Context: an optimization exercise on an open-source flow, tuned for a short achievable clock period and few clock cycles. The choices shown serve that exercise and are no tape-out recipe.
Where RTL was checked, it was by simulation tests only, not by an equivalence proof against the original.
Only the layout flow was run in runs 1 to 4; the RTL was not checked for function there.
No activity file was given, so power comes from the tool's default toggle rates.

File: config.mk
export PLATFORM = sky130hd
export DESIGN_NAME = hart
export DESIGN_NICKNAME = hart
export VERILOG_FILES = /design/flow/design.v
export SDC_FILE = /design/flow/constraint.sdc
export NUM_CORES = 4
export LEC_CHECK = 0
export ABC_CLOCK_PERIOD_IN_PS = 3000
export CAP_MARGIN = 20
export CORE_MARGIN = 2
export CORE_UTILIZATION = 40
export PLACE_DENSITY = 0.6
export SETUP_SLACK_MARGIN = 4.5
export SLEW_MARGIN = 20
File: run.sh
#!/bin/bash
# synth_recipe.tcl (not shown) runs the flow's synth.tcl, then flattens the netlist and writes it again
# the make line also repeats each setting of config.mk as NAME=value (left out here)
make -C /OpenROAD-flow-scripts/flow DESIGN_CONFIG=/design/flow/config.mk WORK_HOME=/design/flow/orfs CLKGATE_MAP_FILE= SYNTH_SCRIPT=/design/flow/synth_recipe.tcl finish
File: design.v
package hart_pkg;
  typedef union packed {
    struct packed {
      logic [6:0] funct7;
      logic [4:0] rs2;
      logic [4:0] rs1;
      logic [2:0] funct3;
      logic [4:0] rd;
      logic [6:0] opcode;
    } r;
    struct packed {
      logic [11:0] imm;
      logic [4:0]  rs1;
      logic [2:0]  funct3;
      logic [4:0]  rd;
      logic [6:0]  opcode;
    } i;
    struct packed {
      logic [6:0] imm_hi;  
      logic [4:0] rs2;
      logic [4:0] rs1;
      logic [2:0] funct3;
      logic [4:0] imm_lo;  
      logic [6:0] opcode;
    } s;
    struct packed {
      logic       imm12;
      logic [5:0] imm10_5;
      logic [4:0] rs2;
      logic [4:0] rs1;
      logic [2:0] funct3;  
      logic [3:0] imm4_1;
      logic       imm11;
      logic [6:0] opcode;
    } b;
    struct packed {
      logic [19:0] imm;  
      logic [4:0]  rd;
      logic [6:0]  opcode;
    } u;
    struct packed {
      logic       imm20;
      logic [9:0] imm10_1;
      logic       imm11;
      logic [7:0] imm19_12;
      logic [4:0] rd;
      logic [6:0] opcode;
    } j;
  } inst_u;
  typedef enum logic [3:0] {
    ALU_ADD, ALU_SUB, ALU_SLL, ALU_SLT, ALU_SLTU, ALU_XOR,
    ALU_SRL, ALU_SRA, ALU_OR, ALU_AND,
    ALU_PASS_B  
  } alu_op_e;
  typedef enum logic [1:0] {
    WB_ALU,
    WB_MEM,
    WB_PC4  
  } wb_sel_e;
endpackage
`timescale 1ns/1ps
module hart (
  input  logic                   i_clk,
  input  logic                   i_rst,
  output logic [32-1:0]       o_imem_raddr,
  input  logic [32-1:0]       i_imem_rdata,
  output logic [32-1:0]       o_dmem_addr,
  output logic                   o_dmem_ren,
  output logic                   o_dmem_wen,
  output logic [32-1:0]       o_dmem_wdata,
  input  logic [32-1:0]       i_dmem_rdata,
  output logic                   o_retire_valid,
  output logic [32-1:0]       o_retire_inst,
  output logic                   o_retire_halt,
  output logic [32-1:0]       o_retire_pc,
  output logic [32-1:0]       o_retire_next_pc,
  output logic [5-1:0] o_retire_rd_waddr,
  output logic [32-1:0]       o_retire_rd_wdata,
  output logic [32-1:0]       o_retire_dmem_addr,
  output logic                   o_retire_dmem_ren,
  output logic                   o_retire_dmem_wen,
  output logic [32-1:0]       o_retire_dmem_rdata,
  output logic [32-1:0]       o_retire_dmem_wdata
);
  logic [32-1:0]       pc;
  logic [32-1:0]       rf [1:(1 << 5) - 1];  
  logic                   ex_valid, ex_wr, ex_load, ex_store, ex_branch, ex_pred;
  logic                   ex_fa, ex_fb, ex_fs;
  logic                   ex_sub, ex_sel_add, ex_sel_sll, ex_sel_slt, ex_sel_sltu;
  logic                   ex_sel_xor, ex_sel_sr, ex_sra, ex_sel_or, ex_sel_and;
  logic [2:0]             ex_f3;
  logic [5-1:0] ex_rd;
  logic [32-1:0]       ex_pc, ex_inst, ex_opa, ex_opb, ex_sdata, ex_npc, ex_alt;
  logic                   mem_valid, mem_wr, mem_load, mem_store;
  logic [5-1:0] mem_rd;
  logic [32-1:0]       mem_pc, mem_inst, mem_res, mem_sdata, mem_npc;
  logic                   wb_valid, wb_halt, wb_ren, wb_wen;
  logic [5-1:0] wb_rd;
  logic [32-1:0]       wb_pc, wb_inst, wb_npc, wb_wdata, wb_addr, wb_rdata, wb_sdata;
  logic [32-1:0]       mem_val;
  assign mem_val = mem_load ? i_dmem_rdata : mem_res;
  logic [32-1:0]       inst;
  logic [6:0]             opc;
  logic [2:0]             f3;
  logic [5-1:0] rd, rs1, rs2;
  logic                   is_op, is_opimm, is_lui, is_auipc, is_load, is_store, is_branch, is_jal;
  logic                   writes, pred;
  logic [32-1:0]       imm_i, imm_s, imm_b, imm_u, imm_j, off, target, pc4;
  logic [32-1:0]       rf1, rf2, rs1_val, rs2_val, opa, opb;
  logic                   alt_bit, sh_right;
  assign o_imem_raddr = pc;  
  assign inst = i_imem_rdata;
  assign opc  = inst[6:0];
  assign f3   = inst[14:12];
  assign rd   = inst[11:7];
  assign rs1  = inst[19:15];
  assign rs2  = inst[24:20];
  assign is_op     = opc == 7'b0110011;
  assign is_opimm  = opc == 7'b0010011;
  assign is_lui    = opc == 7'b0110111;
  assign is_auipc  = opc == 7'b0010111;
  assign is_load   = opc == 7'b0000011;
  assign is_store  = opc == 7'b0100011;
  assign is_branch = opc == 7'b1100011;
  assign is_jal    = opc == 7'b1101111;
  assign writes = (is_op || is_opimm || is_lui || is_auipc || is_load || is_jal) && rd != '0;
  assign imm_i = {{20{inst[31]}}, inst[31:20]};
  assign imm_s = {{20{inst[31]}}, inst[31:25], inst[11:7]};
  assign imm_b = {{19{inst[31]}}, inst[31], inst[7], inst[30:25], inst[11:8], 1'b0};
  assign imm_u = {inst[31:12], 12'b0};
  assign imm_j = {{11{inst[31]}}, inst[31], inst[19:12], inst[20], inst[30:21], 1'b0};
  assign pred   = is_jal || (is_branch && inst[31] && !(f3[2:1] == 2'b01));
  assign off    = is_jal ? imm_j : imm_b;
  assign target = pc + off;
  assign pc4    = pc + 32'(4);
  assign rf1 = (rs1 == '0) ? '0 : rf[rs1];
  assign rf2 = (rs2 == '0) ? '0 : rf[rs2];
  assign rs1_val = (mem_wr && mem_rd == rs1) ? mem_val : rf1;
  assign rs2_val = (mem_wr && mem_rd == rs2) ? mem_val : rf2;
  always_comb begin
    if (is_auipc || is_jal) opa = pc;
    else if (is_lui)        opa = '0;
    else                    opa = rs1_val;
    if (is_op || is_branch)      opb = rs2_val;
    else if (is_jal)             opb = 32'(4);
    else if (is_lui || is_auipc) opb = imm_u;
    else if (is_store)           opb = imm_s;
    else                         opb = imm_i;
  end
  assign alt_bit  = inst[30];
  assign sh_right = f3 == 3'b101;
  logic kill, ex_mispredict;
  assign kill = i_rst || ex_mispredict;
  always_ff @(posedge i_clk) begin
    if (kill) begin
      ex_valid  <= 1'b0;
      ex_wr     <= 1'b0;
      ex_load   <= 1'b0;
      ex_store  <= 1'b0;
      ex_branch <= 1'b0;
    end else begin
      ex_valid  <= 1'b1;
      ex_wr     <= writes;
      ex_load   <= is_load;
      ex_store  <= is_store;
      ex_branch <= is_branch;
    end
  end
  always_ff @(posedge i_clk) begin
    ex_pc    <= pc;
    ex_inst  <= inst;
    ex_rd    <= rd;
    ex_f3    <= f3;
    ex_pred  <= pred;
    ex_opa   <= opa;
    ex_opb   <= opb;
    ex_sdata <= rs2_val;
    ex_npc   <= pred ? target : pc4;
    ex_alt   <= pred ? pc4 : target;
    ex_fa    <= ex_wr && ex_rd == rs1 && !(is_auipc || is_jal || is_lui);
    ex_fb    <= ex_wr && ex_rd == rs2 && (is_op || is_branch);
    ex_fs    <= ex_wr && ex_rd == rs2;
    ex_sub      <= (is_op && f3 == 3'b000 && alt_bit) || is_branch ||
                   ((is_op || is_opimm) && f3[2:1] == 2'b01);
    ex_sel_add  <= !(is_op || is_opimm) || f3 == 3'b000;
    ex_sel_sll  <= (is_op || is_opimm) && f3 == 3'b001;
    ex_sel_slt  <= (is_op || is_opimm) && f3 == 3'b010;
    ex_sel_sltu <= (is_op || is_opimm) && f3 == 3'b011;
    ex_sel_xor  <= (is_op || is_opimm) && f3 == 3'b100;
    ex_sel_sr   <= (is_op || is_opimm) && sh_right;
    ex_sra      <= alt_bit;
    ex_sel_or   <= (is_op || is_opimm) && f3 == 3'b110;
    ex_sel_and  <= (is_op || is_opimm) && f3 == 3'b111;
  end
  logic [32-1:0] a, b, s, bx, sum, shl, shr, res;
  logic             carry, eq, lt, ltu, cond;
  assign a = ex_fa ? mem_val : ex_opa;
  assign b = ex_fb ? mem_val : ex_opb;
  assign s = ex_fs ? mem_val : ex_sdata;
  assign bx           = ex_sub ? ~b : b;
  assign {carry, sum} = {1'b0, a} + {1'b0, bx} + {{32{1'b0}}, ex_sub};
  assign eq           = a == b;
  assign ltu          = !carry;
  assign lt           = (a[31] ^ b[31]) ? a[31] : sum[31];
  assign shl = a << b[4:0];
  assign shr = $unsigned($signed({ex_sra && a[31], a}) >>> b[4:0]);
  assign res = ({32{ex_sel_add}}  & sum)
             | ({32{ex_sel_sll}}  & shl)
             | ({32{ex_sel_slt}}  & 32'(lt))
             | ({32{ex_sel_sltu}} & 32'(ltu))
             | ({32{ex_sel_xor}}  & (a ^ b))
             | ({32{ex_sel_sr}}   & shr)
             | ({32{ex_sel_or}}   & (a | b))
             | ({32{ex_sel_and}}  & (a & b));
  always_comb begin
    case (ex_f3)
      3'b000:  cond = eq;
      3'b001:  cond = !eq;
      3'b100:  cond = lt;
      3'b101:  cond = !lt;
      3'b110:  cond = ltu;
      3'b111:  cond = !ltu;
      default: cond = 1'b0;
    endcase
  end
  assign ex_mispredict = ex_branch && (cond != ex_pred);
  always_ff @(posedge i_clk) begin
    if (i_rst)              pc <= 32'h0000_0000;
    else if (ex_mispredict) pc <= ex_alt;
    else if (pred)          pc <= target;
    else                    pc <= pc4;
  end
  always_ff @(posedge i_clk) begin
    if (i_rst) begin
      mem_valid <= 1'b0;
      mem_wr    <= 1'b0;
      mem_load  <= 1'b0;
      mem_store <= 1'b0;
    end else begin
      mem_valid <= ex_valid;
      mem_wr    <= ex_wr;
      mem_load  <= ex_load;
      mem_store <= ex_store;
    end
  end
  always_ff @(posedge i_clk) begin
    mem_pc    <= ex_pc;
    mem_inst  <= ex_inst;
    mem_rd    <= ex_rd;
    mem_res   <= res;
    mem_sdata <= s;
    mem_npc   <= ex_mispredict ? ex_alt : ex_npc;
  end
  assign o_dmem_addr  = mem_res;
  assign o_dmem_ren   = mem_load;
  assign o_dmem_wen   = mem_store;
  assign o_dmem_wdata = mem_sdata;
  always_ff @(posedge i_clk) begin
    if (mem_wr) rf[mem_rd] <= mem_val;
  end
  always_ff @(posedge i_clk) begin
    if (i_rst) begin
      wb_valid <= 1'b0;
      wb_halt  <= 1'b0;
      wb_ren   <= 1'b0;
      wb_wen   <= 1'b0;
    end else begin
      wb_valid <= mem_valid;
      wb_halt  <= mem_valid && mem_inst == 32'h0010_0073;
      wb_ren   <= mem_load;
      wb_wen   <= mem_store;
    end
  end
  always_ff @(posedge i_clk) begin
    wb_pc    <= mem_pc;
    wb_inst  <= mem_inst;
    wb_npc   <= mem_npc;
    wb_rd    <= mem_wr ? mem_rd : '0;
    wb_wdata <= mem_val;
    wb_addr  <= mem_res;
    wb_rdata <= i_dmem_rdata;
    wb_sdata <= mem_sdata;
  end
  assign o_retire_valid      = wb_valid;
  assign o_retire_inst       = wb_inst;
  assign o_retire_halt       = wb_halt;
  assign o_retire_pc         = wb_pc;
  assign o_retire_next_pc    = wb_npc;
  assign o_retire_rd_waddr   = wb_rd;
  assign o_retire_rd_wdata   = wb_wdata;
  assign o_retire_dmem_addr  = wb_addr;
  assign o_retire_dmem_ren   = wb_ren;
  assign o_retire_dmem_wen   = wb_wen;
  assign o_retire_dmem_rdata = wb_rdata;
  assign o_retire_dmem_wdata = wb_sdata;
endmodule
File: constraint.sdc
create_clock -name core_clock -period 8.0 [get_ports {i_clk}]
set_input_delay 1.6000 -clock core_clock [delete_from_list [all_inputs] [get_ports {i_clk}]]
set_output_delay 1.6000 -clock core_clock [all_outputs]
set_load 0.01 [all_outputs]
==> results.py, run 1 <==
metrics = {
    "outcome": {
        "status": "complete, no violations",
    },
    "clocking": {
        "cts_tree": "done",
        "cts_htree_levels": 4,
        "clk_root_buffer_cell": "clkbuf_16",
        "cts.sinks": 1661,
        "clk_latency_ns": 0.82,
        "clock_path_buffers": 3,
        "path_clk_slew_ns": 0.07,
        "cts_buffers": 173,
    },
    "floorplan": {
        "core_area_sq_um": 183100,
        "fp.dieW_um": 433.4,
        "ios": 397,
        "start_util": 0.4028,
        "dieArea_sq_um": 187800,
        "die_y_um": 433.4,
        "rows": 157,
    },
    "power_and_ir_drop": {
        "total_power_mw": 23.30,
        "p_switching_mw": 6.637,
        "p_leak_nw": 33.71,
        "p_per_area_nw_per_um2": 248.3,
        "pwr-share-clk": 0.350,
        "internal-power_mw": 16.66,
        "vdd.ir_drop.worst_mv": 0.2248,
        "power_frac_comb": 0.203,
        "pwr-share-seq": 0.447,
        "swShare": 0.2848,
    },
    "sta": {
        "tns_ns": 0,
        "timing.hold.ws_ns": 0.3218,
        "period_share": 0.6145,
        "layout_min_cycle_time_ns": 4.916,
        "slew_viol_final": 0,
        "setup_violations": 0,
        "max_slew_margin": 0.2335,
        "hold_viol": 0,
        "worst_pin_slew_ns": 1.143,
        "skew_ns": 0.04119,
        "grt_setup_unrepaired": "yes",
        "max_clock_freq_mhz": 203.4,
    },
    "global_routing": {
        "grt_max_degree": 94,
        "antenna_found_initial": 13,
        "grt_pass1_vias": 49569,
        "grt_usage": 0.2793,
        "overflow": 0,
        "grt_pass1_wl_um": 372700,
    },
    "synth": {
        "synth_edf_count": 992,
        "ys_async_sr_fraction": 0,
        "postSynthAreaPerCell_sq_um": 14.57,
        "ys_seq_elements": 1661,
        "dominantRegCellSynth": "edfxtp_1",
        "yosysSeqAreaShare": 0.5855,
        "syn-num-nets": 5257,
        "synth_cell_types": 87,
        "synth_warnings": 1,
        "synthCells": 5062,
        "synth_area_leader_cell": "edfxtp_1",
        "synth_area_leaders": "edfxtp_1 40%, dfxtp_1 18%, mux4_2 17%",
        "synth_top_area_frac": 0.4039,
        "synth.cell_area_sq_um": 73750,
    },
    "worst_hold_path": {
        "holdPathEnd": "wb_pc[12]",
        "holdCritPathClass": "reg -> reg",
        "holdPathStages": 0,
        "min-delay-start": "mem_pc[12]",
    },
    "cells_and_area": {
        "final_cell_mix": "992 x edfxtp_1, 605 x dfxtp_1, 554 x mux4_2",
        "drive_above_1_share": 0.3286,
        "nNetsFinal": 5954,
        "final_common_cell": "edfxtp_1",
        "fin_cells": 8377,
        "areaGrowthSynthToFinish_pct": 27.26,
        "final_util": 0.5126,
    },
    "setup_path": {
        "cp.required_ns": 8.70,
        "r2r_slack_ns": 3.21,
        "critPathMaxStageDelay_ns": 0.47,
        "reg2reg_to": "mem_npc[4]",
        "cp_num_cells": 20,
        "cp_cell_sequence": "buf_6 -> mux2i_4 -> a21o_2 -> inv_2 -> o211ai_1 -> buf_4 -> fa_2 -> nor2b_4 -> o31a_1 -> o41a_1 -> a211oi_4 -> o21bai_4 -> and3_4 -> o2111a_2 -> nor3_4 -> buf_6 -> buf_8 -> buf_12 -> buf_16 -> mux2_4",
        "reg2reg_depth": 19,
        "start_kind": "input port",
        "path_buf_inv": 7,
        "r2r_start": "ex_fb",
        "cp.arrival_ns": 5.62,
        "crit_slowest_cell": "o41a_1",
        "worst-path-max-fanout": 5,
        "cpLargestDelayFamily": "compound AO/OA/AOI/OAI gates",
        "critPathKind": "in -> reg",
        "endpoint_kind": "flop",
        "cp_common_cell": "buf_6",
    },
    "detailed_routing": {
        "firstDrtPassIters": 6,
        "routedWlPerCell_um": 32.02,
        "via_per_inst": 6.041,
        "routed_wirelength_um": 268300,
        "ant_nets": 0,
        "drtIter0Drc": 6035,
        "via_count": 50605,
        "drcViolationCount": 0,
    },
    "placement": {
        "port_buffers": 396,
        "hpwl_um": 162700,
        "place.gp.congestion": 0.9764,
        "dp.cells": 7696,
    },
    "job": {
        "max_cap_violations": 0,
    },
}
==> synthesized netlist by cell type, drive strengths merged, types with 15 or more instances <==
cell,instances
clkbuf,242
and3,17
a21oi,268
ha,127
a31oi,30
nor2b,15
inv,182
a211oi,34
mux2,44
nand4,23
buf,108
xnor2,85
nor2,357
mux2i,328
a22o,34
mux4,554
nand2,182
nand3,48
o21ai,140
o211ai,41
a31o,18
a222oi,26
edfxtp,992
nor3,43
xor2,45
o22ai,76
o311a,15
dfxtp,669
nor4,26
a21o,63
==> cell families (layout without fill, tap and decap cells) <==
kind of cell,Yosys count,after routing,synth area share
buffers and inverters,534,1377,0.02813
XOR/XNOR,130,130,0.01544
multiplexers,926,926,0.2206
adder cells (fa/ha/maj),129,129,0.02209
AND/OR/NAND/NOR,791,792,0.04852
flip-flops,1661,1661,0.5855
AO/OA/AOI/OAI,891,892,0.07971
other,0,6,0
==> power groups by stage <==
stage               Clock [mW]  Combinational, mW  Sequential, mW
floorplan                    0               1.94            10.5
global placement             0               3.82            10.6
detailed placement           0               3.85            10.6
CTS                       8.28               4.47            10.4
global route              8.61               4.97            10.4
finish                    8.15               4.73            10.4
==> per-layer routing <==
metal / vias up / part of all wire / wire length [um] / global-route usage
li1: 21253 / - / - / -
met1: 26183 / 0.38 / 102700 / 0.3631
met2: 2605 / 0.48 / 129300 / 0.4568
met3: 558 / 0.081 / 21630 / 0.04509
met4: 6 / 0.054 / 14590 / 0.1339
met5: - / 0.00015 / 40 / 0
==> cell type report <==
type	count	area, sq um
Inverter	184	721.9
Sequential cell	1661	43350
Clock inverter	100	1077
Timing Repair Buffer	869	8782
Tap cell	2464	3083
Timing Repair inverter	1	7.507
Antenna cell	6	15.01
Fill cell	15234	89230
Clock buffer	223	4651
Multi-Input combinational cell	2869	32170
==> worst register-to-register path: cells and delay by family, from the launching register on <==
| kind | cells | cell delay (ns) |
|---|---|---|
| AO/OA/AOI/OAI | 6 | 1.73 |
| buffers and inverters | 7 | 1.33 |
| AND/OR/NAND/NOR | 4 | 0.65 |
| flip-flops | 1 | 0.44 |
| multiplexers | 1 | 0.30 |
| adder cells (fa/ha/maj) | 1 | 0.23 |
==> sequential cells by signal, indices dropped and copies added, names as in the netlist, 31 cells and up <==
signal	cells
rf	992
ex_alt	32
ex_inst	32
ex_opa	32
ex_opb	32
ex_sdata	32
mem_inst	32
mem_npc	32
mem_pc	32
mem_res	32
mem_sdata	32
pc	32
wb_addr	32
wb_inst	32
wb_npc	32
wb_pc	32
wb_rdata	32
wb_sdata	32
wb_wdata	32
ex_npc	31
ex_pc	31
==> worst max-delay path by stage <==
stage                     startpoint     endpoint
detailed placement  i_dmem_rdata[19]  mem_npc[20]
floorplan            i_dmem_rdata[0]  mem_npc[10]
finish               i_dmem_rdata[0]   mem_npc[4]
global placement     i_dmem_rdata[3]  mem_npc[11]
global route         i_dmem_rdata[0]   mem_npc[9]
CTS                 i_dmem_rdata[30]   mem_npc[2]
==> per-stage QoR <==
step,worst slack (ns),instance area (sq um)
CTS,3.292,91930
detailed placement,1.318,81470
global route,3.023,93850
finish,3.084,93860
floorplan,2.547,75420
global placement,1.401,81470
==> repair_timing <==
| action | 4_1_cts | 5_1_grt |
|---|---|---|
| resized for setup | 696 | 237 |
| cloned | 18 | 8 |
| hold buffers | 0 | 0 |
| endpoints found under the setup margin | 311 | 198 |
| setup buffers | 260 | 61 |
| pin swaps | 158 | 109 |
==> run 2, diff against run 1 <==
--- a/design.v
+++ b/design.v
@@ -84,5 +84,8 @@
 );
+  localparam int BHT_W = 5;  
   logic [32-1:0]       pc;
   logic [32-1:0]       rf [1:(1 << 5) - 1];  
+  logic [1:0]             bht [0:(1 << BHT_W) - 1];
   logic                   ex_valid, ex_wr, ex_load, ex_store, ex_branch, ex_pred;
+  logic                   ex_back, ex_k_eq, ex_k_ne, ex_k_lt, ex_k_ge, ex_k_ltu, ex_k_geu;
   logic                   ex_fa, ex_fb, ex_fs;
@@ -90,8 +93,9 @@
   logic                   ex_sel_xor, ex_sel_sr, ex_sra, ex_sel_or, ex_sel_and;
-  logic [2:0]             ex_f3;
   logic [5-1:0] ex_rd;
   logic [32-1:0]       ex_pc, ex_inst, ex_opa, ex_opb, ex_sdata, ex_npc, ex_alt;
-  logic                   mem_valid, mem_wr, mem_load, mem_store;
+  logic                   mem_valid, mem_wr, mem_load, mem_store, mem_mp;
+  logic                   mem_upd, mem_taken;
+  logic [BHT_W-1:0]       mem_bidx;
   logic [5-1:0] mem_rd;
-  logic [32-1:0]       mem_pc, mem_inst, mem_res, mem_sdata, mem_npc;
+  logic [32-1:0]       mem_pc, mem_inst, mem_res, mem_sdata, mem_npc, mem_alt;
   logic                   wb_valid, wb_halt, wb_ren, wb_wen;
@@ -131,5 +135,19 @@
   assign imm_j = {{11{inst[31]}}, inst[31], inst[19:12], inst[20], inst[30:21], 1'b0};
-  assign pred   = is_jal || (is_branch && inst[31] && !(f3[2:1] == 2'b01));
+  logic       disagree;
+  assign disagree = bht[pc[BHT_W+1:2]][1];
+  assign pred     = is_jal || (is_branch && (inst[31] ^ disagree) && !(f3[2:1] == 2'b01));
   assign off    = is_jal ? imm_j : imm_b;
-  assign target = pc + off;
+  logic [21:0]  tlo;
+  logic [10:0]  pc_hi_inc, pc_hi_dec, thi;
+  assign tlo       = {1'b0, pc[20:0]} + {1'b0, off[20:0]};
+  assign pc_hi_inc = pc[31:21] + 11'd1;
+  assign pc_hi_dec = pc[31:21] - 11'd1;
+  always_comb begin
+    case ({off[20], tlo[21]})
+      2'b01:   thi = pc_hi_inc;
+      2'b10:   thi = pc_hi_dec;
+      default: thi = pc[31:21];
+    endcase
+  end
+  assign target = {thi, tlo[20:0]};
   assign pc4    = pc + 32'(4);
@@ -151,3 +169,4 @@
   assign sh_right = f3 == 3'b101;
-  logic kill, ex_mispredict;
+  logic kill, ex_mispredict, brt;
+  assign brt = is_branch && imm_b != 32'(4);
   assign kill = i_rst || ex_mispredict;
@@ -160,2 +179,8 @@
       ex_branch <= 1'b0;
+      ex_k_eq   <= 1'b0;
+      ex_k_ne   <= 1'b0;
+      ex_k_lt   <= 1'b0;
+      ex_k_ge   <= 1'b0;
+      ex_k_ltu  <= 1'b0;
+      ex_k_geu  <= 1'b0;
     end else begin
@@ -166,2 +191,8 @@
       ex_branch <= is_branch;
+      ex_k_eq   <= brt && ((f3 == 3'b000 && !pred) || (f3 == 3'b001 && pred));
+      ex_k_ne   <= brt && ((f3 == 3'b000 && pred) || (f3 == 3'b001 && !pred));
+      ex_k_lt   <= brt && ((f3 == 3'b100 && !pred) || (f3 == 3'b101 && pred));
+      ex_k_ge   <= brt && ((f3 == 3'b100 && pred) || (f3 == 3'b101 && !pred));
+      ex_k_ltu  <= brt && ((f3 == 3'b110 && !pred) || (f3 == 3'b111 && pred));
+      ex_k_geu  <= brt && ((f3 == 3'b110 && pred) || (f3 == 3'b111 && !pred));
     end
@@ -172,4 +203,4 @@
     ex_rd    <= rd;
-    ex_f3    <= f3;
     ex_pred  <= pred;
+    ex_back  <= inst[31];
     ex_opa   <= opa;
@@ -182,4 +213,3 @@
     ex_fs    <= ex_wr && ex_rd == rs2;
-    ex_sub      <= (is_op && f3 == 3'b000 && alt_bit) || is_branch ||
-                   ((is_op || is_opimm) && f3[2:1] == 2'b01);
+    ex_sub      <= is_op && f3 == 3'b000 && alt_bit;
     ex_sel_add  <= !(is_op || is_opimm) || f3 == 3'b000;
@@ -194,4 +224,4 @@
   end
-  logic [32-1:0] a, b, s, bx, sum, shl, shr, res;
-  logic             carry, eq, lt, ltu, cond;
+  logic [32-1:0] a, b, s, sum, shl, shr, res;
+  logic             eq, lt, ltu, cond;
   assign a = ex_fa ? mem_val : ex_opa;
@@ -199,7 +229,6 @@
   assign s = ex_fs ? mem_val : ex_sdata;
-  assign bx           = ex_sub ? ~b : b;
-  assign {carry, sum} = {1'b0, a} + {1'b0, bx} + {{32{1'b0}}, ex_sub};
+  assign sum          = ex_sub ? a - b : a + b;
   assign eq           = a == b;
-  assign ltu          = !carry;
-  assign lt           = (a[31] ^ b[31]) ? a[31] : sum[31];
+  assign ltu          = a < b;
+  assign lt           = ltu ^ a[31] ^ b[31];
   assign shl = a << b[4:0];
@@ -214,14 +243,16 @@
              | ({32{ex_sel_and}}  & (a & b));
-  always_comb begin
-    case (ex_f3)
-      3'b000:  cond = eq;
-      3'b001:  cond = !eq;
-      3'b100:  cond = lt;
-      3'b101:  cond = !lt;
-      3'b110:  cond = ltu;
-      3'b111:  cond = !ltu;
-      default: cond = 1'b0;
-    endcase
+  assign ex_mispredict = (ex_k_eq && eq) || (ex_k_ne && !eq) || (ex_k_lt && lt) ||
+                         (ex_k_ge && !lt) || (ex_k_ltu && ltu) || (ex_k_geu && !ltu);
+  assign cond = ex_pred ^ ex_mispredict;
+  always_ff @(posedge i_clk) begin
+    if (i_rst) begin
+      for (int i = 0; i < (1 << BHT_W); i++) bht[i] <= 2'd1;
+    end else if (mem_upd) begin
+      if (!mem_taken) begin
+        if (bht[mem_bidx] != 2'd0) bht[mem_bidx] <= bht[mem_bidx] - 2'd1;
+      end else begin
+        if (bht[mem_bidx] != 2'd3) bht[mem_bidx] <= bht[mem_bidx] + 2'd1;
+      end
+    end
   end
-  assign ex_mispredict = ex_branch && (cond != ex_pred);
   always_ff @(posedge i_clk) begin
@@ -238,2 +269,4 @@
       mem_store <= 1'b0;
+      mem_upd   <= 1'b0;
+      mem_mp    <= 1'b0;
     end else begin
@@ -243,2 +276,4 @@
       mem_store <= ex_store;
+      mem_upd   <= ex_k_eq || ex_k_ne || ex_k_lt || ex_k_ge || ex_k_ltu || ex_k_geu;
+      mem_mp    <= ex_mispredict;
     end
@@ -251,3 +286,6 @@
     mem_sdata <= s;
-    mem_npc   <= ex_mispredict ? ex_alt : ex_npc;
+    mem_npc   <= ex_npc;
+    mem_alt   <= ex_alt;
+    mem_taken <= cond ^ ex_back;  
+    mem_bidx  <= ex_pc[BHT_W+1:2];
   end
@@ -276,3 +314,3 @@
     wb_inst  <= mem_inst;
-    wb_npc   <= mem_npc;
+    wb_npc   <= mem_mp ? mem_alt : mem_npc;
     wb_rd    <= mem_wr ? mem_rd : '0;
==> results.py, run 2 <==
metrics = {
    "outcome": {
        "status": "complete, no violations",
    },
    "cells_and_area": {
        "final_util": 0.5208,
        "multi_input_area_sq_um": 35150,
        "top_regs": "rf (992), bht (64)",
        "nNetsFinal": 6542,
        "final_cell_mix": "1056 x edfxtp_1, 643 x dfxtp_1, 573 x mux4_2",
        "areaGrowthSynthToFinish_pct": 29.83,
        "largest_reg_flops": 992,
        "area.sequential_sq_um": 46000,
        "fillCellCount": 16114,
        "top_register": "rf",
        "final_common_cell": "edfxtp_1",
        "drive_above_1_share": 0.3459,
    },
    "sta": {
        "setup_violations": 0,
        "slew_viol_final": 0,
        "grt_setup_unrepaired": "yes",
        "worst_pin_slew_ns": 1.220,
        "tns_ns": 0,
        "period_share": 0.7404,
        "layout_min_cycle_time_ns": 5.923,
        "max_clock_freq_mhz": 168.8,
        "max_slew_margin": 0.1859,
        "skew_ns": 0.05307,
        "hold_viol": 0,
    },
    "worst_hold_path": {
        "holdCritPathClass": "reg -> reg",
        "holdPathStages": 0,
        "min-delay-start": "ex_pc[11]",
    },
    "synth": {
        "ys_async_sr_fraction": 0,
        "synth.cell_area_sq_um": 78950,
        "postSynthAreaPerCell_sq_um": 14.27,
        "syn-num-nets": 5730,
        "synth_edf_count": 1056,
        "synthTopCellsByCount": "1056 x edfxtp_1, 707 x dfxtp_1, 573 x mux4_2",
        "synth_area_leaders": "edfxtp_1 40%, dfxtp_1 18%, mux4_2 16%",
        "dominantRegCellSynth": "edfxtp_1",
        "synth_cell_types": 92,
        "yosysSeqAreaShare": 0.5809,
        "post-synth-top-count-cell": "edfxtp_1",
        "synth_area_leader_cell": "edfxtp_1",
        "synthCells": 5532,
        "synth_top_area_frac": 0.4017,
        "ys_seq_elements": 1763,
        "synth_warnings": 1,
    },
    "floorplan": {
        "fp.dieW_um": 448.3,
        "start_util": 0.4012,
        "dieArea_sq_um": 200900,
        "core_area_sq_um": 196800,
        "ios": 397,
        "rows": 163,
        "die_y_um": 448.3,
    },
    "power_and_ir_drop": {
        "pwr-share-seq": 0.437,
        "p_leak_nw": 36.80,
        "p_switching_mw": 7.278,
        "power_frac_comb": 0.216,
        "p_per_area_nw_per_um2": 246.0,
        "pwr-share-clk": 0.347,
        "swShare": 0.2887,
        "vdd.ir_drop.worst_mv": 0.2032,
        "total_power_mw": 25.21,
        "internal-power_mw": 17.93,
    },
    "setup_path": {
        "reg2reg_depth": 23,
        "r2r_start": "pc[1]",
        "start_kind": "input port",
        "critPathMaxStageDelay_ns": 0.38,
        "cp_common_cell": "ha_4",
        "critPathKind": "in -> reg",
        "worst-path-max-fanout": 4,
        "endpoint_kind": "flop",
        "crit_slowest_cell": "a2111o_1",
        "cp-startpoint": "i_imem_rdata[3]",
        "cp.required_ns": 8.76,
        "cp.arrival_ns": 6.68,
    },
    "clocking": {
        "clk_root_buffer_cell": "clkbuf_16",
        "cts_tree": "done",
        "cts.sinks": 1763,
        "cts_buffers": 181,
        "clock_path_buffers": 3,
        "hold_buffers": 0,
        "cts_htree_levels": 4,
        "clk_latency_ns": 0.86,
        "path_clk_slew_ns": 0.08,
    },
    "detailed_routing": {
        "firstDrtPassIters": 6,
        "drcViolationCount": 0,
        "routed_wirelength_um": 295700,
        "via_per_inst": 6.101,
        "drtIter0Drc": 6596,
        "routedWlPerCell_um": 32.35,
        "via_count": 55786,
        "ant_nets": 0,
    },
    "global_routing": {
        "grt_pass1_vias": 55046,
        "grt_usage": 0.2879,
        "grt_pass1_wl_um": 411500,
        "antenna_found_initial": 13,
        "overflow": 0,
        "grt_max_degree": 78,
    },
    "placement": {
        "port_buffers": 396,
        "place.gp.congestion": 0.9544,
        "hpwl_um": 177600,
    },
    "job": {
        "max_cap_violations": 0,
    },
}
-- run 2: cell types whose count changed after synthesis, sizes merged, moves of 26 or more --
cell | before | now
o21ai | 140 | 178
buf | 108 | 164
xnor2 | 85 | 59
dfxtp | 669 | 707
nand3 | 48 | 78
nand2 | 182 | 272
nor2 | 357 | 385
a21oi | 268 | 303
edfxtp | 992 | 1056
a222oi | 26 | 0
inv | 182 | 152
-- run 2: logic make-up after synthesis --
kind of cell	share of synthesized area
buffers and inverters	0.02827
XOR/XNOR	0.01198
adder cells (fa/ha/maj)	0.02130
AND/OR/NAND/NOR	0.05533
AO/OA/AOI/OAI	0.08568
multiplexers	0.2165
flip-flops	0.5809
-- run 2: per-layer routing --
metal,part of all wire,up-vias,global-route usage
li1,-,23260,-
met1,0.38,28785,0.3725
met2,0.47,3061,0.4641
met3,0.088,672,0.05352
met4,0.056,8,0.1462
met5,0.00011,-,0
-- run 2: critical path, delay by kind of cell --
kind            cells  cell delay, ns
compound gates     12            2.79
simple gates        6            0.79
fa+ha+maj           4            0.79
xor+xnor            2            0.34
mux                 1            0.12
buf+inv             3            0.24
-- run 2: through the flow --
step | cell area [sq um] | setup slack, ns | cells | hold WS, ns
floorplan | 80280 | 1.485 | 5532 | 0.3096
global placement | 86700 | 0.2614 | 8333 | 0.3100
detailed placement | 86710 | 0.3022 | 8333 | 0.3121
CTS | 100600 | 2.125 | 9051 | 0.3175
global route | 102500 | 1.949 | 9140 | 0.3115
finish | 102500 | 2.077 | 9143 | 0.3206
-- run 2: worst paths after layout --
| path | to | slack (ns) |
|---|---|---|
| worst min-delay path | mem_pc[11] | 0.32 |
| worst max register to register | pc[31] | 3.15 |
| worst max-delay path | pc[31] | 2.08 |
| worst min register to register | mem_pc[11] | 0.32 |
-- run 2: layout make-up --
type                       count  area share
antenna                        4  0.00009766
clock buffer                 241     0.04907
clock inverter                97     0.01100
inverter                     155    0.006213
multi-input combinational   3219      0.3429
sequential                  1763      0.4488
tap                         2640     0.03223
timing repair buffer        1024      0.1097
-- run 2: timing repair --
item                                    4_1_cts  5_1_grt
endpoints found under the setup margin      413      281
setup buffers                               339       78
gates cloned                                 41       10
resized for setup                          1036      247
pin swaps                                   246      165
-- run 2: power groups by stage --
stage	Clock [mW]	Sequential, mW	Combinational (mW)
2_1_floorplan	0	11.2	2.14
3_3_place_gp	0	11.2	4.20
3_5_place_dp	0	11.2	4.23
4_1_cts	8.86	11.0	5.15
5_1_grt	9.22	11.1	5.69
6_report	8.76	11.0	5.44
==> run 3, diff against run 2 <==
--- a/config.mk
+++ b/config.mk
@@ -12,3 +12,3 @@
 export PLACE_DENSITY = 0.6
-export SETUP_SLACK_MARGIN = 4.5
+export SETUP_SLACK_MARGIN = 5
 export SLEW_MARGIN = 20
==> results.py, run 3 <==
metrics = {
    "outcome": {
        "status": "complete, no violations",
    },
    "clocking": {
        "clock_path_buffers": 3,
        "clk_latency_ns": 0.86,
        "cts_buffers": 182,
        "path_clk_slew_ns": 0.06,
        "hold_buffers": 0,
        "cts_htree_levels": 4,
        "cts_tree": "done",
        "clk_root_buffer_cell": "clkbuf_16",
        "cts.sinks": 1763,
    },
    "global_routing": {
        "use_met1": 0.3914,
        "grt_util_met3": 0.05993,
        "grt_pass1_vias": 55850,
        "antenna_found_initial": 17,
        "grt_pass1_wl_um": 435500,
        "grt_usage": 0.3087,
        "use_met2": 0.4957,
        "gr-max-usage-layer": "met2",
        "grt_max_degree": 73,
        "overflow": 0,
    },
    "floorplan": {
        "core_area_sq_um": 196800,
        "ios": 397,
        "rows": 163,
        "start_util": 0.4012,
        "die_y_um": 448.3,
        "dieArea_sq_um": 200900,
        "fp.dieW_um": 448.3,
    },
    "sta": {
        "slew_viol_final": 0,
        "layout_min_cycle_time_ns": 6.180,
        "setup_violations": 0,
        "skew_ns": 0.02981,
        "worst_pin_slew_ns": 1.099,
        "tns_ns": 0,
        "period_share": 0.7726,
        "max_clock_freq_mhz": 161.8,
        "fin_ws_ns": 1.820,
        "grt_setup_unrepaired": "yes",
        "max_slew_margin": 0.2462,
        "hold_viol": 0,
    },
    "synth": {
        "ys_seq_elements": 1763,
        "yosysSeqAreaShare": 0.5809,
        "muxShareOfSynthArea": 0.2165,
        "synth_edf_count": 1056,
        "synth_area_leaders": "edfxtp_1 40%, dfxtp_1 18%, mux4_2 16%",
        "dominantRegCellSynth": "edfxtp_1",
        "synth_top_area_frac": 0.4017,
        "synth-compound-area-share": 0.08567,
        "syn-num-nets": 5730,
        "postSynthAreaPerCell_sq_um": 14.27,
        "post-synth-top-count-cell": "edfxtp_1",
        "synth.cell_area_sq_um": 78950,
        "ys_async_sr_fraction": 0,
        "synthTopCellsByCount": "1056 x edfxtp_1, 707 x dfxtp_1, 573 x mux4_2",
        "synth_cell_types": 92,
        "synthAdderAreaFrac": 0.02130,
        "synthCells": 5532,
        "synth_warnings": 1,
        "synth_top_family_by_area": "multiplexers",
        "synth_xor_area_frac": 0.01198,
        "synthSimpleGateAreaFrac": 0.05533,
        "synth_area_leader_cell": "edfxtp_1",
    },
    "setup_path": {
        "start_kind": "input port",
        "worst-path-max-fanout": 5,
        "critPathKind": "in -> reg",
        "cp.required_ns": 8.75,
        "cp.arrival_ns": 6.93,
        "endpoint_kind": "flop",
    },
    "job": {
        "max_cap_violations": 0,
    },
    "detailed_routing": {
        "drcViolationCount": 0,
        "drtIter0Drc": 6694,
        "routedWlPerCell_um": 34.29,
        "firstDrtPassIters": 6,
        "via_per_inst": 6.213,
        "ant_nets": 0,
        "routed_wirelength_um": 322000,
        "via_count": 58339,
    },
    "placement": {
        "port_buffers": 396,
        "hpwl_um": 178200,
        "dp_slack_ns": 0.3138,
        "place.gp.congestion": 0.9674,
    },
    "worst_hold_path": {
        "holdCritPathClass": "reg -> reg",
    },
    "power_and_ir_drop": {
        "p_per_area_nw_per_um2": 240.2,
        "p_leak_nw": 38.99,
        "vdd.ir_drop.worst_mv": 0.1870,
        "total_power_mw": 25.59,
    },
    "cells_and_area": {
        "drive_above_1_share": 0.4424,
        "largest_reg_flops": 992,
        "nNetsFinal": 6783,
        "final_common_cell": "edfxtp_1",
        "top_register": "rf",
        "final_cell_mix": "1056 x edfxtp_1, 587 x dfxtp_1, 573 x mux4_2",
        "top_regs": "rf (992), bht (64)",
        "areaGrowthSynthToFinish_pct": 34.96,
    },
}
[run 3: cell counts after synthesis]
No cell type changed its count.
[run 3: path summary, 6_finish.rpt]
check	from	end	slack (ns)	depth (start not counted)
max	i_imem_rdata[4]	pc[30]	1.82	28
min	ex_npc[28]	mem_npc[28]	0.32	0
max reg2reg	pc[8]	pc[31]	3.00	23
min reg2reg	ex_npc[28]	mem_npc[28]	0.32	0
[run 3: where the power goes]
group | internal (mW) | total, mW | switching (mW) | leakage (nW)
combinational | 2.39 | 5.86 | 3.47 | 20.6
clock | 4.92 | 8.69 | 3.76 | 2.97
sequential | 10.8 | 11.0 | 0.292 | 15.4
[run 3: timing repair]
item / in CTS / in global routing
gates cloned: 89 / 32
setup endpoints to repair: 951 / 788
buffers inserted: 415 / 168
gates resized for setup: 2691 / 370
pin swaps: 252 / 252
[run 3: critical path, stage by stage]
cell and delay, ns:
buf_8 0.11, nand3b_1 0.27, or2_4 0.33, nand2_2 0.08, nand2_2 0.07, ha_4 0.17, inv_2 0.05, fa_2 0.23
nor2b_4 0.05, o31a_1 0.31, o311ai_2 0.34, a21oi_1 0.13, a2111o_1 0.36, a21o_1 0.18, a21o_1 0.20, a21oi_4 0.20
ha_4 0.19, buf_6 0.10, ha_4 0.19, a211o_1 0.32, a211oi_2 0.28, o21bai_1 0.14, a31oi_1 0.21, o21bai_1 0.11
xor2_1 0.14, mux2i_1 0.19, mux2i_1 0.13, a31o_1 0.23
[run 3: cell type report]
cell class / instances / area (sq um)
diodes: 11 / 27.53
clock buffers: 243 / 4996
clock inverters: 95 / 1107
fillers: 15727 / 90260
inverters: 155 / 676.9
multi-input cells: 3220 / 36080
flip-flops and latches: 1763 / 46170
well taps: 2640 / 3303
repair buffers: 1262 / 14190
repair inverters: 1 / 5.005
[run 3: per-layer routing]
metal  vias up  share of wire
met5         -        0.00023
met4        12          0.071
met3       907          0.092
met2      3661           0.47
met1     29983           0.37
li1      23776              -
[run 3: kinds of logic after synthesis]
group | count (synthesis)
compound gates | 1022
buf+inv | 553
fa+ha+maj | 132
mux | 983
simple gates | 971
flops | 1763
xor+xnor | 108
[run 3: stage by stage]
| step | hold slack (ns) | instance area [sq um] | cells | util |
|---|---|---|---|---|
| after global routing | 0.3217 | 106500 | 9384 | 0.5413 |
| after detailed placement | 0.3121 | 86820 | 8337 | 0.4412 |
| after floorplan | 0.3096 | 80530 | 5532 | - |
| after CTS | 0.3059 | 102800 | 9179 | 0.5222 |
| final | 0.3171 | 106600 | 9390 | 0.5414 |
| after global placement | 0.3096 | 86820 | 8337 | 0.4412 |
==> run 4, diff against run 3 <==
--- a/design.v
+++ b/design.v
@@ -90,3 +90,3 @@
   logic                   ex_back, ex_k_eq, ex_k_ne, ex_k_lt, ex_k_ge, ex_k_ltu, ex_k_geu;
-  logic                   ex_fa, ex_fb, ex_fs;
+  logic                   ex_fa_alu, ex_fa_ld, ex_fb_alu, ex_fb_ld, ex_fs;
   logic                   ex_sub, ex_sel_add, ex_sel_sll, ex_sel_slt, ex_sel_sltu;
@@ -111,3 +111,3 @@
   logic                   writes, pred;
-  logic [32-1:0]       imm_i, imm_s, imm_b, imm_u, imm_j, off, target, pc4;
+  logic [32-1:0]       imm_i, imm_s, imm_b, imm_u, imm_j, target, pc4;
   logic [32-1:0]       rf1, rf2, rs1_val, rs2_val, opa, opb;
@@ -138,16 +138,6 @@
   assign pred     = is_jal || (is_branch && (inst[31] ^ disagree) && !(f3[2:1] == 2'b01));
-  assign off    = is_jal ? imm_j : imm_b;
-  logic [21:0]  tlo;
-  logic [10:0]  pc_hi_inc, pc_hi_dec, thi;
-  assign tlo       = {1'b0, pc[20:0]} + {1'b0, off[20:0]};
-  assign pc_hi_inc = pc[31:21] + 11'd1;
-  assign pc_hi_dec = pc[31:21] - 11'd1;
-  always_comb begin
-    case ({off[20], tlo[21]})
-      2'b01:   thi = pc_hi_inc;
-      2'b10:   thi = pc_hi_dec;
-      default: thi = pc[31:21];
-    endcase
-  end
-  assign target = {thi, tlo[20:0]};
+  logic [32-1:0] btarget, jtarget;
+  assign btarget = pc + imm_b;
+  assign jtarget = pc + imm_j;
+  assign target  = is_jal ? jtarget : btarget;
   assign pc4    = pc + 32'(4);
@@ -169,7 +159,11 @@
   assign sh_right = f3 == 3'b101;
-  logic kill, ex_mispredict, brt;
+  logic ex_mispredict, brt, ex_live_wr, fa, fb, stall, bubble;
+  assign ex_live_wr = ex_wr && !mem_mp;
+  assign fa = ex_live_wr && ex_rd == rs1 && !(is_auipc || is_jal || is_lui);
+  assign fb = ex_live_wr && ex_rd == rs2 && (is_op || is_branch);
+  assign stall  = is_branch && ex_live_wr && ex_load && (ex_rd == rs1 || ex_rd == rs2);
+  assign bubble = i_rst || stall;
   assign brt = is_branch && imm_b != 32'(4);
-  assign kill = i_rst || ex_mispredict;
   always_ff @(posedge i_clk) begin
-    if (kill) begin
+    if (bubble) begin
       ex_valid  <= 1'b0;
@@ -210,5 +204,7 @@
     ex_alt   <= pred ? pc4 : target;
-    ex_fa    <= ex_wr && ex_rd == rs1 && !(is_auipc || is_jal || is_lui);
-    ex_fb    <= ex_wr && ex_rd == rs2 && (is_op || is_branch);
-    ex_fs    <= ex_wr && ex_rd == rs2;
+    ex_fa_alu <= fa && !ex_load;
+    ex_fa_ld  <= fa && ex_load;
+    ex_fb_alu <= fb && !ex_load;
+    ex_fb_ld  <= fb && ex_load;
+    ex_fs     <= ex_live_wr && ex_rd == rs2;
     ex_sub      <= is_op && f3 == 3'b000 && alt_bit;
@@ -226,9 +222,15 @@
   logic             eq, lt, ltu, cond;
-  assign a = ex_fa ? mem_val : ex_opa;
-  assign b = ex_fb ? mem_val : ex_opb;
+  assign a = ex_fa_alu ? mem_res : ex_fa_ld ? i_dmem_rdata : ex_opa;
+  assign b = ex_fb_alu ? mem_res : ex_fb_ld ? i_dmem_rdata : ex_opb;
   assign s = ex_fs ? mem_val : ex_sdata;
   assign sum          = ex_sub ? a - b : a + b;
-  assign eq           = a == b;
-  assign ltu          = a < b;
-  assign lt           = ltu ^ a[31] ^ b[31];
+  logic [32-1:0] ca, cb;
+  assign ca  = ex_fa_alu ? mem_res : ex_opa;
+  assign cb  = ex_fb_alu ? mem_res : ex_opb;
+  assign eq  = ca == cb;
+  assign ltu = ca < cb;
+  assign lt  = ltu ^ ca[31] ^ cb[31];
+  logic slt_u, slt_s;
+  assign slt_u = a < b;
+  assign slt_s = slt_u ^ a[31] ^ b[31];
   assign shl = a << b[4:0];
@@ -237,4 +239,4 @@
              | ({32{ex_sel_sll}}  & shl)
-             | ({32{ex_sel_slt}}  & 32'(lt))
-             | ({32{ex_sel_sltu}} & 32'(ltu))
+             | ({32{ex_sel_slt}}  & 32'(slt_s))
+             | ({32{ex_sel_sltu}} & 32'(slt_u))
              | ({32{ex_sel_xor}}  & (a ^ b))
@@ -243,4 +245,5 @@
              | ({32{ex_sel_and}}  & (a & b));
-  assign ex_mispredict = (ex_k_eq && eq) || (ex_k_ne && !eq) || (ex_k_lt && lt) ||
-                         (ex_k_ge && !lt) || (ex_k_ltu && ltu) || (ex_k_geu && !ltu);
+  assign ex_mispredict = !mem_mp &&
+                         ((ex_k_eq && eq) || (ex_k_ne && !eq) || (ex_k_lt && lt) ||
+                          (ex_k_ge && !lt) || (ex_k_ltu && ltu) || (ex_k_geu && !ltu));
   assign cond = ex_pred ^ ex_mispredict;
@@ -260,2 +263,3 @@
     else if (ex_mispredict) pc <= ex_alt;
+    else if (stall)         pc <= pc;
     else if (pred)          pc <= target;
@@ -272,7 +276,7 @@
     end else begin
-      mem_valid <= ex_valid;
-      mem_wr    <= ex_wr;
-      mem_load  <= ex_load;
-      mem_store <= ex_store;
-      mem_upd   <= ex_k_eq || ex_k_ne || ex_k_lt || ex_k_ge || ex_k_ltu || ex_k_geu;
+      mem_valid <= ex_valid && !mem_mp;
+      mem_wr    <= ex_wr && !mem_mp;
+      mem_load  <= ex_load && !mem_mp;
+      mem_store <= ex_store && !mem_mp;
+      mem_upd   <= !mem_mp && (ex_k_eq || ex_k_ne || ex_k_lt || ex_k_ge || ex_k_ltu || ex_k_geu);
       mem_mp    <= ex_mispredict;
==> results.py, run 4 <==
metrics = {
    "setup_path": {
        "path_buf_inv": 5,
        "cp_common_cell": "nand2_4",
        "cpLargestDelayFamily": "compound AO/OA/AOI/OAI gates",
        "cp.arrival_ns": 4.84,
        "worst-path-max-fanout": 4,
        "r2r_slack_ns": 4.09,
        "critPathMaxStageDelay_ns": 0.38,
        "cp-startpoint": "i_imem_rdata[4]",
        "r2r_start": "ex_fb_ld",
        "cp.required_ns": 8.76,
        "critPathKind": "in -> reg",
        "reg2reg_to": "mem_res[0]",
        "cp_num_cells": 19,
        "reg2reg_depth": 14,
        "cp_cell_sequence": "buf_12 -> nand3b_1 -> buf_4 -> buf_6 -> or2_4 -> nand2_4 -> nand2_4 -> buf_6 -> fa_2 -> a21oi_2 -> o22a_2 -> o2bb2ai_4 -> o211ai_1 -> buf_4 -> nand2_4 -> o211ai_1 -> xnor2_1 -> mux2i_1 -> a221o_1",
        "start_kind": "input port",
        "endpoint_kind": "flop",
        "crit_path_end": "pc[29]",
        "crit_slowest_cell": "fa_2",
    },
    "floorplan": {
        "rows": 165,
        "fp.dieW_um": 454.2,
        "core_area_sq_um": 201900,
        "ios": 397,
        "dieArea_sq_um": 206300,
        "die_y_um": 454.2,
        "start_util": 0.4015,
    },
    "clocking": {
        "cts_tree": "done",
        "cts.sinks": 1770,
        "clock_path_buffers": 3,
        "clk_root_buffer_cell": "clkbuf_16",
        "clk_latency_ns": 0.90,
        "cts_htree_levels": 4,
        "path_clk_slew_ns": 0.06,
        "hold_buffers": 0,
        "cts_buffers": 184,
    },
    "sta": {
        "period_share": 0.5094,
        "hold_viol": 0,
        "max_slew_margin": 0.2056,
        "skew_ns": 0.06498,
        "layout_min_cycle_time_ns": 4.075,
        "slew_viol_final": 0,
        "timing.hold.ws_ns": 0.3143,
        "setup_violations": 0,
        "grt_setup_unrepaired": "yes",
        "tns_ns": 0,
        "fin_ws_ns": 3.925,
        "max_clock_freq_mhz": 245.4,
        "worst_pin_slew_ns": 1.190,
    },
    "synth": {
        "syn-num-nets": 5997,
        "synth_area_leader_cell": "edfxtp_1",
        "post-synth-top-count-cell": "edfxtp_1",
        "synthCells": 5768,
        "synth.cell_area_sq_um": 81070,
        "postSynthAreaPerCell_sq_um": 14.06,
        "ys_async_sr_fraction": 0,
        "synthTopCellsByCount": "1056 x edfxtp_1, 714 x dfxtp_1, 578 x mux4_2",
        "synth_cell_types": 99,
        "synth_warnings": 1,
        "dominantRegCellSynth": "edfxtp_1",
        "synth_edf_count": 1056,
        "synth_area_leaders": "edfxtp_1 39%, dfxtp_1 18%, mux4_2 16%",
        "synth_top_area_frac": 0.3911,
        "yosysSeqAreaShare": 0.5674,
        "ys_seq_elements": 1770,
    },
    "global_routing": {
        "grt_pass1_vias": 57140,
        "grt_usage": 0.2914,
        "grt_pass1_wl_um": 428400,
        "grt_max_degree": 68,
        "overflow": 0,
        "antenna_found_initial": 8,
    },
    "cells_and_area": {
        "top_regs": "rf (992), bht (64)",
        "final_cell_area_sq_um": 107900,
        "nNetsFinal": 6989,
        "top_register": "rf",
        "drive_above_1_share": 0.4395,
        "final_common_cell": "edfxtp_1",
        "multi_input_area_sq_um": 38190,
        "area.sequential_sq_um": 46360,
        "largest_reg_flops": 992,
        "areaGrowthSynthToFinish_pct": 33.12,
        "fin_cells": 9589,
        "fillCellCount": 16247,
        "final_cell_mix": "1056 x edfxtp_1, 592 x dfxtp_1, 578 x mux4_2",
    },
    "placement": {
        "place.gp.congestion": 0.9451,
        "dp.cells": 8563,
        "hpwl_um": 178700,
        "dp_slack_ns": 2.027,
        "port_buffers": 396,
        "postPlaceCellArea_sq_um": 88530,
    },
    "detailed_routing": {
        "routed_wirelength_um": 318600,
        "firstDrtPassIters": 7,
        "routedWlPerCell_um": 33.22,
        "ant_nets": 0,
        "drcViolationCount": 0,
        "drtIter0Drc": 7334,
        "via_count": 59223,
        "via_per_inst": 6.176,
    },
    "power_and_ir_drop": {
        "internal-power_mw": 17.91,
        "p_switching_mw": 7.451,
        "power_frac_comb": 0.211,
        "p_per_area_nw_per_um2": 235.0,
        "pwr-share-seq": 0.441,
        "pwr-share-clk": 0.349,
        "p_leak_nw": 39.11,
        "vdd.ir_drop.worst_mv": 0.2006,
        "swShare": 0.2939,
    },
    "job": {
        "max_cap_violations": 0,
    },
    "outcome": {
        "status": "complete, no violations",
    },
    "worst_hold_path": {
        "holdPathStages": 0,
        "holdCritPathClass": "reg -> reg",
    },
}
[run 4: cell count changes in the layout (fill, tap and decap cells not counted), sizes merged, moves of 20 or more]
cell,before,now
a31o,28,2
mux2i,345,468
nand2,272,311
o21ai,178,244
a21o,87,40
nor2,385,355
o311a,21,1
a21oi,303,274
o21a,9,69
inv,152,201
buf,1171,1107
ha,128,160
[run 4: power by group through the flow]
stage	clock network, mW	registers [mW]	logic, mW
2_1_floorplan	0	11.2	2.16
6_report	8.84	11.2	5.34
4_1_cts	8.92	11.2	4.79
5_1_grt	9.27	11.2	5.59
3_3_place_gp	0	11.4	3.97
3_5_place_dp	0	11.4	4.01
[run 4: cell type report]
| type | instances | area share |
|---|---|---|
| timing repair inverter | 5 | 0.0003710 |
| tap | 2672 | 0.03098 |
| multi-input combinational | 3408 | 0.3538 |
| timing repair buffer | 1188 | 0.1190 |
| clock buffer | 246 | 0.04729 |
| clock inverter | 90 | 0.01085 |
| antenna | 7 | 0.0001623 |
| inverter | 203 | 0.007883 |
| sequential | 1770 | 0.4296 |
[run 4: worst min path at each step]
stage               slack (ns)         from           end
floorplan                 0.31   ex_inst[0]   mem_inst[0]
global route              0.32   ex_npc[12]   mem_npc[12]
global placement          0.31    ex_pc[26]    mem_pc[26]
CTS                       0.32   ex_npc[12]   mem_npc[12]
finish                    0.31   ex_npc[12]   mem_npc[12]
detailed placement        0.31  ex_inst[26]  mem_inst[26]
[run 4: metrics by stage]
stage / total power, mW / util
finish: 25.36 / 0.5345
detailed placement: 15.38 / 0.4385
CTS: 24.88 / 0.5084
global route: 26.07 / 0.5345
floorplan: 13.39 / -
global placement: 15.34 / 0.4385
[run 4: logic make-up after synthesis]
family,after synthesis,share of synthesized area
mux,1104,0.2266
compound gates,1031,0.08278
xor+xnor,109,0.01178
flops,1770,0.5674
simple gates,994,0.05576
fa+ha+maj,163,0.02543
buf+inv,597,0.03022
[run 4: worst reg2reg max path: stages, from the launching register on]
cell and delay [ns]:
dfxtp_4 0.42, buf_12 0.22, mux2i_2 0.27, o21a_1 0.21, ha_4 0.23, or4_4 0.56, and4b_1 0.30, and3_4 0.18
a22oi_2 0.06, buf_6 0.14, a31oi_4 0.19, a221oi_4 0.10, o21a_1 0.26, or4b_1 0.53, o211ai_1 0.10
[run 4: metal layers]
layer / vias up / GRT usage / routed length, um
met1: 30470 / 0.3631 / 116400
met4: 4 / 0.1577 / 21420
met3: 882 / 0.05561 / 28420
met2: 3439 / 0.4798 / 152300
li1: 24428 / - / -
met5: - / 0 / 26
[run 4: repair_timing]
action | CTS | global route
pin swaps | 185 | 271
resized for setup | 2668 | 593
hold endpoints to repair | 0 | 0
cloned | 70 | 37
endpoints found under the setup margin | 1186 | 549
setup buffers | 336 | 240
==> run 5, diff against run 4 <==
--- a/design.v
+++ b/design.v
@@ -96,3 +96,3 @@
   logic                   mem_valid, mem_wr, mem_load, mem_store, mem_mp;
-  logic                   mem_upd, mem_taken;
+  logic                   mem_upd, mem_taken, mem_back;
   logic [BHT_W-1:0]       mem_bidx;
@@ -137,3 +137,12 @@
   assign disagree = bht[pc[BHT_W+1:2]][1];
-  assign pred     = is_jal || (is_branch && (inst[31] ^ disagree) && !(f3[2:1] == 2'b01));
+  localparam int LP_TW = 12;  
+  logic [1:0]       lp_v, lp_tv;
+  logic [LP_TW-1:0] lp_tag  [0:1];
+  logic [3:0]       lp_trip [0:1];
+  logic [3:0]       lp_cur  [0:1];
+  logic             lp_ptr, lp_exit;
+  assign lp_exit = (lp_v[0] && lp_tv[0] && lp_tag[0] == pc[LP_TW+1:2] && lp_cur[0] == lp_trip[0]) ||
+                   (lp_v[1] && lp_tv[1] && lp_tag[1] == pc[LP_TW+1:2] && lp_cur[1] == lp_trip[1]);
+  assign pred = is_jal || (is_branch && !(f3[2:1] == 2'b01) &&
+                           (inst[31] ? !(disagree || lp_exit) : disagree));
   logic [32-1:0] btarget, jtarget;
@@ -249,2 +258,33 @@
   assign cond = ex_pred ^ ex_mispredict;
+  logic [1:0] lp_hit;
+  logic       mem_tk;
+  assign mem_tk    = mem_taken ^ mem_back;
+  assign lp_hit[0] = lp_v[0] && lp_tag[0] == mem_pc[LP_TW+1:2];
+  assign lp_hit[1] = lp_v[1] && lp_tag[1] == mem_pc[LP_TW+1:2];
+  always_ff @(posedge i_clk) begin
+    if (i_rst) begin
+      lp_v   <= 2'b00;
+      lp_ptr <= 1'b0;
+    end else if (mem_upd && mem_back) begin
+      if (lp_hit == 2'b00) begin
+        lp_v[lp_ptr]    <= 1'b1;
+        lp_tv[lp_ptr]   <= 1'b0;
+        lp_tag[lp_ptr]  <= mem_pc[LP_TW+1:2];
+        lp_cur[lp_ptr]  <= mem_tk ? 4'd1 : 4'd0;
+        lp_ptr          <= !lp_ptr;
+      end else begin
+        for (int i = 0; i < 2; i++) begin
+          if (lp_hit[i]) begin
+            if (mem_tk) begin
+              if (lp_cur[i] != 4'd15) lp_cur[i] <= lp_cur[i] + 4'd1;
+            end else begin
+              lp_tv[i]   <= 1'b1;
+              lp_trip[i] <= lp_cur[i];
+              lp_cur[i]  <= 4'd0;
+            end
+          end
+        end
+      end
+    end
+  end
   always_ff @(posedge i_clk) begin
@@ -293,2 +333,3 @@
     mem_taken <= cond ^ ex_back;  
+    mem_back  <= ex_back;
     mem_bidx  <= ex_pc[BHT_W+1:2];
==> results.py, run 5 <==
metrics = {
    "synth": {
        "synth_area_leader_cell": "edfxtp_1",
        "synth_edf_count": 1098,
        "synthTopCellsByCount": "1098 x edfxtp_1, 717 x dfxtp_1, 585 x mux4_2",
        "postSynthAreaPerCell_sq_um": 14.00,
        "synthCells": 5920,
        "ys_seq_elements": 1815,
        "ys_async_sr_fraction": 0,
        "dominantRegCellSynth": "edfxtp_1",
        "yosysSeqAreaShare": 0.5710,
        "synth_top_area_frac": 0.3978,
        "synth_cell_types": 92,
        "post-synth-top-count-cell": "edfxtp_1",
        "synth_area_leaders": "edfxtp_1 40%, dfxtp_1 17%, mux4_2 16%",
        "synth.cell_area_sq_um": 82890,
        "synth_warnings": 2,
        "syn-num-nets": 6151,
    },
    "sta": {
        "setup_violations": 0,
        "grt_setup_unrepaired": "yes",
        "max_slew_margin": 0.1788,
        "timing.hold.ws_ns": 0.3029,
        "worst_pin_slew_ns": 1.232,
        "tns_ns": 0,
        "slew_viol_final": 0,
        "skew_ns": 0.06972,
        "period_share": 0.5320,
        "hold_viol": 0,
        "layout_min_cycle_time_ns": 4.256,
        "max_clock_freq_mhz": 235.0,
    },
    "cells_and_area": {
        "largest_reg_flops": 992,
        "fillCellCount": 16752,
        "final_cell_mix": "1098 x edfxtp_1, 585 x mux4_2, 576 x dfxtp_1",
        "top_regs": "rf (992), bht (64)",
        "nNetsFinal": 7107,
        "multi_input_area_sq_um": 38010,
        "areaGrowthSynthToFinish_pct": 31.67,
        "drive_above_1_share": 0.4177,
        "area.sequential_sq_um": 47720,
        "top_register": "rf",
        "final_common_cell": "edfxtp_1",
    },
    "floorplan": {
        "fp.dieW_um": 459.2,
        "rows": 167,
        "start_util": 0.4015,
        "core_area_sq_um": 206400,
        "die_y_um": 459.2,
        "dieArea_sq_um": 210900,
        "ios": 397,
    },
    "worst_hold_path": {
        "holdPathStages": 0,
        "holdCritPathClass": "reg -> reg",
        "min-delay-start": "ex_npc[24]",
        "holdPathEnd": "mem_npc[24]",
    },
    "global_routing": {
        "antenna_found_initial": 13,
        "grt_usage": 0.2954,
        "grt_pass1_wl_um": 441400,
        "grt_pass1_vias": 57854,
        "grt_max_degree": 72,
        "overflow": 0,
    },
    "placement": {
        "port_buffers": 396,
        "hpwl_um": 184100,
        "place.gp.congestion": 0.9508,
    },
    "setup_path": {
        "reg2reg_depth": 19,
        "r2r_slack_ns": 3.95,
        "r2r_start": "ex_fb_alu",
        "cp.arrival_ns": 4.99,
        "cp.required_ns": 8.73,
        "critPathKind": "in -> reg",
        "reg2reg_to": "mem_res[28]",
        "worst-path-max-fanout": 5,
        "endpoint_kind": "flop",
        "start_kind": "input port",
    },
    "clocking": {
        "path_clk_slew_ns": 0.06,
        "clk_root_buffer_cell": "clkbuf_16",
        "cts_htree_levels": 4,
        "clk_latency_ns": 0.88,
        "cts.sinks": 1815,
        "cts_buffers": 188,
        "hold_buffers": 0,
        "clock_path_buffers": 3,
        "cts_tree": "done",
    },
    "detailed_routing": {
        "firstDrtPassIters": 9,
        "ant_nets": 0,
        "routed_wirelength_um": 322200,
        "drtIter0Drc": 8237,
        "via_count": 60258,
        "routedWlPerCell_um": 33.07,
        "drcViolationCount": 0,
        "via_per_inst": 6.185,
    },
    "job": {
        "max_cap_violations": 0,
    },
    "power_and_ir_drop": {
        "vdd.ir_drop.worst_mv": 0.2152,
        "p_leak_nw": 39.68,
        "total_power_mw": 25.86,
        "p_per_area_nw_per_um2": 236.9,
    },
    "outcome": {
        "status": "complete, no violations",
    },
}
[run 5: cell types whose count changed in the layout (fill, tap and decap cells not counted), moves of 17 or more]
cell / delta
xor2_1: +22
nand3_1: +27
buf_6: +30
buf_2: -31
nor2_1: +17
xnor2_1: +46
inv_1: +46
edfxtp_1: +42
mux2i_2: -29
buf_4: -35
a222oi_1: +30
nand2_2: -21
nand2_1: +33
[run 5: cell families after synthesis]
kind of cell,Yosys count,share of synthesized area
AO/OA/AOI/OAI,1012,0.07850
XOR/XNOR,172,0.01817
adder cells (fa/ha/maj),165,0.02518
multiplexers,1080,0.2196
AND/OR/NAND/NOR,1039,0.05732
buffers and inverters,637,0.03024
flip-flops,1815,0.5710
[run 5: critical path, stage by stage]
cell	delay (ns)
buf_8	0.08
nand4_1	0.18
nor2_4	0.17
buf_12	0.14
mux2_4	0.32
ha_4	0.17
fa_2	0.35
a21oi_2	0.16
o211a_1	0.23
o21ai_2	0.08
a21o_1	0.23
a31o_4	0.26
a211o_1	0.30
a21oi_2	0.17
xnor2_2	0.10
a21o_1	0.18
a311o_1	0.26
[run 5: power breakdown]
group          switching (mW)  total [mW]  leakage, nW  internal (mW)
combinational            3.26        5.43         20.7           2.18
clock                    3.85        9.00         3.07           5.16
sequential              0.380        11.4         15.9           11.0
[run 5: layout make-up]
| cell class | instances | share of cell area |
|---|---|---|
| antenna | 8 | 0.0001834 |
| clock buffer | 258 | 0.04836 |
| clock inverter | 87 | 0.009217 |
| multi-input combinational | 3474 | 0.3482 |
| sequential | 1815 | 0.4372 |
| inverter | 234 | 0.008862 |
| timing repair inverter | 3 | 0.0002981 |
| tap | 2704 | 0.03100 |
| timing repair buffer | 1160 | 0.1166 |
[run 5: metrics by stage]
step,setup slack (ns),utilization,cell area [sq um],std cells
2_1_floorplan,3.115,-,84490,5920
3_3_place_gp,1.698,0.4393,90690,8759
3_5_place_dp,1.670,0.4393,90690,8759
4_1_cts,3.806,0.5113,105500,9567
5_1_grt,3.655,0.5286,109100,9737
6_report,3.744,0.5286,109100,9743
[run 5: worst max-delay path by stage]
stage                                start    endpoint  depth (start not counted)
after floorplan           i_imem_rdata[15]      pc[29]                         17
after global placement     i_dmem_rdata[0]  mem_res[0]                         17
after detailed placement   i_dmem_rdata[0]  mem_res[0]                         17
after CTS                  i_imem_rdata[5]      pc[29]                         18
after global routing       i_imem_rdata[1]      pc[29]                         17
final                      i_imem_rdata[1]      pc[29]                         17
[run 5: routing by layer]
layer / routed length [um] / GRT usage
met3: 31870 / 0.06136
met1: 121600 / 0.3830
met4: 20090 / 0.1507
met2: 148600 / 0.4696
met5: 20 / 0
[run 5: repair_timing]
action,4_1_cts,5_1_grt
buffers inserted,391,149
gates cloned,72,19
gates resized for setup,2654,458
setup endpoints to repair,1103,503
hold endpoints to repair,0,0
pin swaps,168,229
Testbench counts of run 5, summed over its fixed seeds: cycles 119,586.

==> static timing again, ports no longer ideal <==
The flow's constraints put no driver on any port. The routed layouts listed below were extracted and timed again, unchanged, in two steps.
Step 1: set_driving_cell puts a clkbuf_16 on i_clk and a buf_2 on each other input, an assumption about the parent block.
Step 2 adds t to the input delays and takes it off the output delays; t is the mean of the earliest and latest rising clock arrival at the registers after step 1. Input paths then give back, and output paths get back, about the clock's delay inside the block.
Three values: ideal ports, drivers, drivers and shift; two values: the first two.
run	t, ns	slack for setup (ns)	worst data-port slew with drivers (ns)
run 1	0.906	3.084 / 3.147 / 2.241	0.22
run 2	0.924	2.077 / 2.118 / 1.194	0.19
run 3	0.936	1.820 / 1.869 / 0.933	0.39
run 4	0.955	3.925 / 3.949 / 2.994	0.34
run 5	0.934	3.744 / 3.763 / 2.829	0.37
After both steps every run listed still meets setup and hold. For run 4, which loses most, drivers alone change the setup slack by +0.024 ns; drivers and shift together by -0.931 ns.
